What follows belongs to an exercise in optimizing a design on an open flow for small area, a short achievable clock period and few clock cycles per item; a production flow would make more cautious choices. At most, simulation tests tie the RTL to the original design; equivalence was not proved.

==> job 2103 <==
Design cm_top, start of the top module:
module cm_top #(
    parameter logic [31:0] RF_BADDR = 32'd0      
) (
    input  wire         clk,
    input  wire         rst_n,
    input  wire  [31:0] rf_addr,
    input  wire         rf_wr,
    input  wire  [31:0] rf_cfg,
    output logic [31:0] rf_sts,
    output logic        mem_ce,
    output logic        mem_we,
    output logic [31:0] mem_addr,
    output logic [7:0]  mem_wr_data,
    input  wire  [7:0]  mem_rd_data
);
clock: 5.0 ns
lec_check: 0
abc_clock_period_in_ps: 2200
cap_margin: 20
core_margin: 2
core_utilization: 65
place_density: 0.75
setup_slack_margin: 2.8
slew_margin: 20
tns_end_percent: 20
run.sh (not shown) runs the stock make flow with config.mk's settings and CLKGATE_MAP_FILE= SYNTH_SCRIPT=/design/flow/synth_recipe.tcl, a recipe that flattens the netlist after the stock synthesis.
==> job 4245: changes against job 2103 <==
==> flow/design.v (replaced) <==
`timescale 1ns/100ps
`default_nettype none
module cm_top #(
    parameter logic [31:0] RF_BADDR = 32'd0      
) (
    input  wire         clk,
    input  wire         rst_n,
    input  wire  [31:0] rf_addr,
    input  wire         rf_wr,
    input  wire  [31:0] rf_cfg,
    output logic [31:0] rf_sts,
    output logic        mem_ce,
    output logic        mem_we,
    output logic [31:0] mem_addr,
    output logic [7:0]  mem_wr_data,
    input  wire  [7:0]  mem_rd_data
);
    logic sel_op1, sel_op2, sel_res, sel_nop, sel_start, sel_sts;
    logic [31:0] rf_q;
    assign sel_start = rf_wr & (rf_addr == RF_BADDR + 32'd4);
    assign sel_sts   = rf_wr & (rf_addr == RF_BADDR + 32'd5);
    always_ff @(posedge clk or negedge rst_n) begin
        if (!rst_n) begin
            sel_op1 <= 1'b0;
            sel_op2 <= 1'b0;
            sel_res <= 1'b0;
            sel_nop <= 1'b0;
        end else begin
            sel_op1 <= rf_wr & (rf_addr == RF_BADDR + 32'd0);
            sel_op2 <= rf_wr & (rf_addr == RF_BADDR + 32'd1);
            sel_res <= rf_wr & (rf_addr == RF_BADDR + 32'd2);
            sel_nop <= rf_wr & (rf_addr == RF_BADDR + 32'd3);
        end
    end
    always_ff @(posedge clk)
        rf_q <= rf_cfg;
    logic        running;        
    logic        done_q;         
    logic [10:1] s;              
    logic        first;          
    logic        second;         
    logic        last;           
    logic        rot;            
    logic        rz;             
    logic        ait;            
    logic        bit_q;          
    logic        b0;             
    logic [31:0] rd_cnt;         
    logic [31:0] nop_q;
    logic        go, pend, finish;
    logic        r_n, f_n, l_n;
    logic [10:1] s_n;
    assign go     = sel_start & rf_cfg[0] & ~running;
    assign pend   = first ? s[7] : s[10];                      
    assign finish = last & s[10];
    always_comb begin
        r_n = running;
        f_n = first;
        l_n = last;
        s_n = 10'd1;
        if (!running) begin
            if (go) begin
                r_n = 1'b1;
                f_n = 1'b1;
                l_n = 1'b0;
            end
        end else if (finish) begin
            r_n = 1'b0;
        end else if (pend) begin
            f_n = 1'b0;
            l_n = rz;
        end else if (last && !second && s[1]) begin
            s_n = 10'd1 << 4;                                    
        end else begin
            s_n = {s[9:1], 1'b0};
        end
    end
    always_ff @(posedge clk or negedge rst_n) begin
        if (!rst_n) begin
            running <= 1'b0;
            done_q  <= 1'b0;
            s       <= 10'd1;
            first   <= 1'b0;
            second  <= 1'b0;
            last    <= 1'b0;
            rot     <= 1'b0;
            ait     <= 1'b0;
            bit_q   <= 1'b0;
            b0      <= 1'b0;
            mem_ce  <= 1'b0;
            mem_we  <= 1'b0;
        end else begin
            if (sel_sts)
                done_q <= 1'b0;
            else if (running && finish)
                done_q <= 1'b1;
            running <= r_n;
            first   <= f_n;
            last    <= l_n;
            s       <= s_n;
            if (!running)
                second <= 1'b0;
            else if (pend)
                second <= first;
            rot     <= running & (((s[1] | s[3]) & ~last) |
                                  (first & s[6] & ~rz) |
                                  (~first & s[9] & (last | ~rz)));
            ait     <= running & (((s[6] | s[7] | s[8] | s[9]) & ~last) |
                                  (second & (s[1] | s[2])));
            bit_q   <= ait;
            b0      <= running & s[7] & ~last;
            mem_ce  <= r_n & ((|s_n[4:1]) ? ~l_n : ~f_n);
            mem_we  <= ~(|s_n[4:1]);
        end
    end
    always_ff @(posedge clk) begin
        if (sel_nop)
            nop_q <= rf_q;
        if (!running)
            rd_cnt <= 32'd0;
        else if (s[1] && !last)
            rd_cnt <= rd_cnt + 32'd1;
        rz <= (rd_cnt == nop_q);
    end
    assign rf_sts = {31'd0, done_q};
    logic [31:0] b_p, c_p, inc;
    assign inc = mem_addr + {31'd0, mem_ce};
    always_ff @(posedge clk or negedge rst_n) begin
        if (!rst_n) begin
            mem_addr <= 32'd0;
            b_p      <= 32'd0;
            c_p      <= 32'd0;
        end else begin
            if (sel_op1)
                mem_addr <= rf_q;
            else if (rot)
                mem_addr <= b_p;
            else
                mem_addr <= inc;
            if (sel_op2)
                b_p <= rf_q;
            else if (rot)
                b_p <= c_p;
            if (sel_res)
                c_p <= rf_q;
            else if (rot)
                c_p <= inc;
        end
    end
    logic [7:0] s_q, x1, y1, x2r, y2r, x2n, y2n;
    assign x2n = s[4] ? {mem_rd_data[3:0], mem_rd_data[7:4]} : {x2r[1:0], x2r[7:2]};
    assign y2n = s[5] ? {mem_rd_data[5:0], mem_rd_data[7:6]} : {y2r[1:0], y2r[7:2]};
    always_ff @(posedge clk) begin
        s_q <= mem_rd_data;                                       
        if (s[3]) begin
            x1 <= s_q;
            y1 <= mem_rd_data;
        end
        x2r <= x2n;
        y2r <= y2n;
    end
    function automatic logic [2:0] bdec(input logic [2:0] w);
        bdec = {w[2],
                (w[2] & ~w[1] & ~w[0]) | (~w[2] & w[1] & w[0]),
                w[1] ^ w[0]};
    endfunction
    function automatic logic [11:0] bterm(input logic [7:0] m, input logic [2:0] d, input logic inv);
        logic        neg;
        logic [10:0] mag;
        neg = d[2] ^ inv;
        mag = ({11{d[0]}} & {{3{m[7]}}, m}) | ({11{d[1]}} & {{2{m[7]}}, m, 1'b0});
        bterm = {neg, mag ^ {11{neg}}};
    endfunction
    logic [2:0] dx, dy;              
    always_ff @(posedge clk) begin
        dx <= bdec({x2n[1:0], x2n[7] & ~s[6]});
        dy <= bdec({y2n[1:0], y2n[7] & ~s[6]});
    end
    logic [11:0] ta, tb, tc, td;
    logic [10:0] abx, aby;
    logic        cbx, cby;
    assign ta = bterm(x1, dx, 1'b0);
    assign tb = bterm(y1, dy, 1'b1);
    assign tc = bterm(x1, dy, 1'b0);
    assign td = bterm(y1, dx, 1'b0);
    always_ff @(posedge clk) begin
        abx <= ta[10:0] + tb[10:0] + {10'd0, ta[11]};
        cbx <= tb[11];
        aby <= tc[10:0] + td[10:0] + {10'd0, tc[11]};
        cby <= td[11];
    end
    logic [8:0]  px, py;
    logic [7:0]  lx, ly, lyn;
    logic [10:0] tx, ty;
    assign tx  = (b0 ? 11'd0 : {{2{px[8]}}, px}) + abx + {10'd0, cbx};
    assign ty  = (b0 ? 11'd0 : {{2{py[8]}}, py}) + aby + {10'd0, cby};
    assign lyn = bit_q ? {ty[1:0], ly[7:2]} : ly;
    always_ff @(posedge clk) begin
        if (bit_q) begin
            px <= tx[10:2];
            py <= ty[10:2];
            lx <= {tx[1:0], lx[7:2]};
            ly <= lyn;
        end
    end
    always_ff @(posedge clk) begin
        if (s[4] || (s[1] && last))
            mem_wr_data <= lyn;
        else if (s[5])
            mem_wr_data <= py[7:0];
        else if (s[6])
            mem_wr_data <= {8{py[8]}};
        else if (s[7])
            mem_wr_data <= lx;
        else if (s[8])
            mem_wr_data <= px[7:0];
        else if (s[9])
            mem_wr_data <= {8{mem_wr_data[7]}};
    end
endmodule
`default_nettype wire
==> flow/flow/run.sh (new file) <==
#!/bin/bash
# Standard layout, with plain buffers (instead of delay buffers) on the ports.
export BUFFER_PORTS_ARGS="-buffer_cell sky130_fd_sc_hd__buf_2"
bash standard.sh > standard.log 2>&1
==> flow/standard.sh (new file) <==
#!/bin/bash
# synth_recipe.tcl (not shown) runs the flow's synth.tcl, then flattens the netlist and writes it again
# the make line also repeats each setting of config.mk as NAME=value (left out here)
make -C /OpenROAD-flow-scripts/flow DESIGN_CONFIG=/design/flow/config.mk WORK_HOME=/design/flow/orfs CLKGATE_MAP_FILE= SYNTH_SCRIPT=/design/flow/synth_recipe.tcl "${@:-finish}"
==> flow/config.mk (replaced) <==
export PLATFORM = sky130hd
export DESIGN_NAME = cm_top
export DESIGN_NICKNAME = cm_top
export VERILOG_FILES = /design/flow/design.v
export SDC_FILE = /design/flow/constraint.sdc
export NUM_CORES = 4
export LEC_CHECK = 0
export CAP_MARGIN = 20
export CORE_MARGIN = 2
export CORE_UTILIZATION = 40
export PLACE_DENSITY = 0.6
export SETUP_SLACK_MARGIN = 2.65
export SLEW_MARGIN = 20
removed: flow/run.sh
==> run summary <==
synth top area cells=dfrtp_1, edfxtp_1, dfxtp_1, mux2i_1, xnor2_1; count of multi-input gates=1015; nonclk buf count=151; Total Routing Usage GR=17.74%; status=no timing/DRC/antenna violations; DP Area=around 0.016 mm2; Hold EP=bit_q$_DFF_PN0_; Avg Synthesized Cell Area=between 10 and 15 um2; P_sw=between 1 and 1.5 mW; area share of the largest cell type after synthesis=~20%
That was job 4245.
==> run summary <==
status=no timing/DRC/antenna violations; area share of the largest cell type after synthesis=24.83%; worst slew pin tran=about 1100 ps; P_sw=~1000 uW; Peak VDD IR=~0.35 mV; synth top area cells=edfxtp_1, dfrtp_1, dfxtp_1, mux2i_1, xnor2_1; Hold EP=x1[7]$_DFFE_PP_; Initial Util=between 60% and 70%; DP Area=0.01588 mm2; count of multi-input gates=a little under 1000; Avg Synthesized Cell Area=roughly 11 um2; Num CTS Buffers=30
That was job 2103.
Testbench counts of job 2103, summed over its fixed seeds: cycles 15,193, ops 1,445.
The RTL of job 4245 was laid out without a check of its function.

separate check: timing with driven ports:
In the flow no input, the clock included, has a driving cell. The finished layouts below were timed again as built, in two steps.
Step 1 sets driving cells, clkbuf_16 on the clock port and buf_2 on the other inputs (assumed; they add their load-dependent delay and slew).
Step 2 adds t to the input delays and takes it off the output delays; t is the mean of the earliest and latest rising clock arrival at the registers after step 1. Input paths then give back, and output paths get back, about the clock's delay inside the block.
Slacks: ideal ports / drivers / drivers and shift; pairs: ideal ports / drivers.
run | shift t [ns] | slack for setup (ns) | clock arrival spread, ns
job 2103 | 0.605 | 2.457 / 2.457 / 2.065 | 0.019 / 0.019
job 4245 | 0.575 | 2.493 / 2.493 / 2.493 | 0.016 / 0.017
After both steps setup and hold are still met in every run listed. The setup slack of job 2103, which loses most, moves by 0.000 ns with the drivers and by -0.392 ns with both steps.
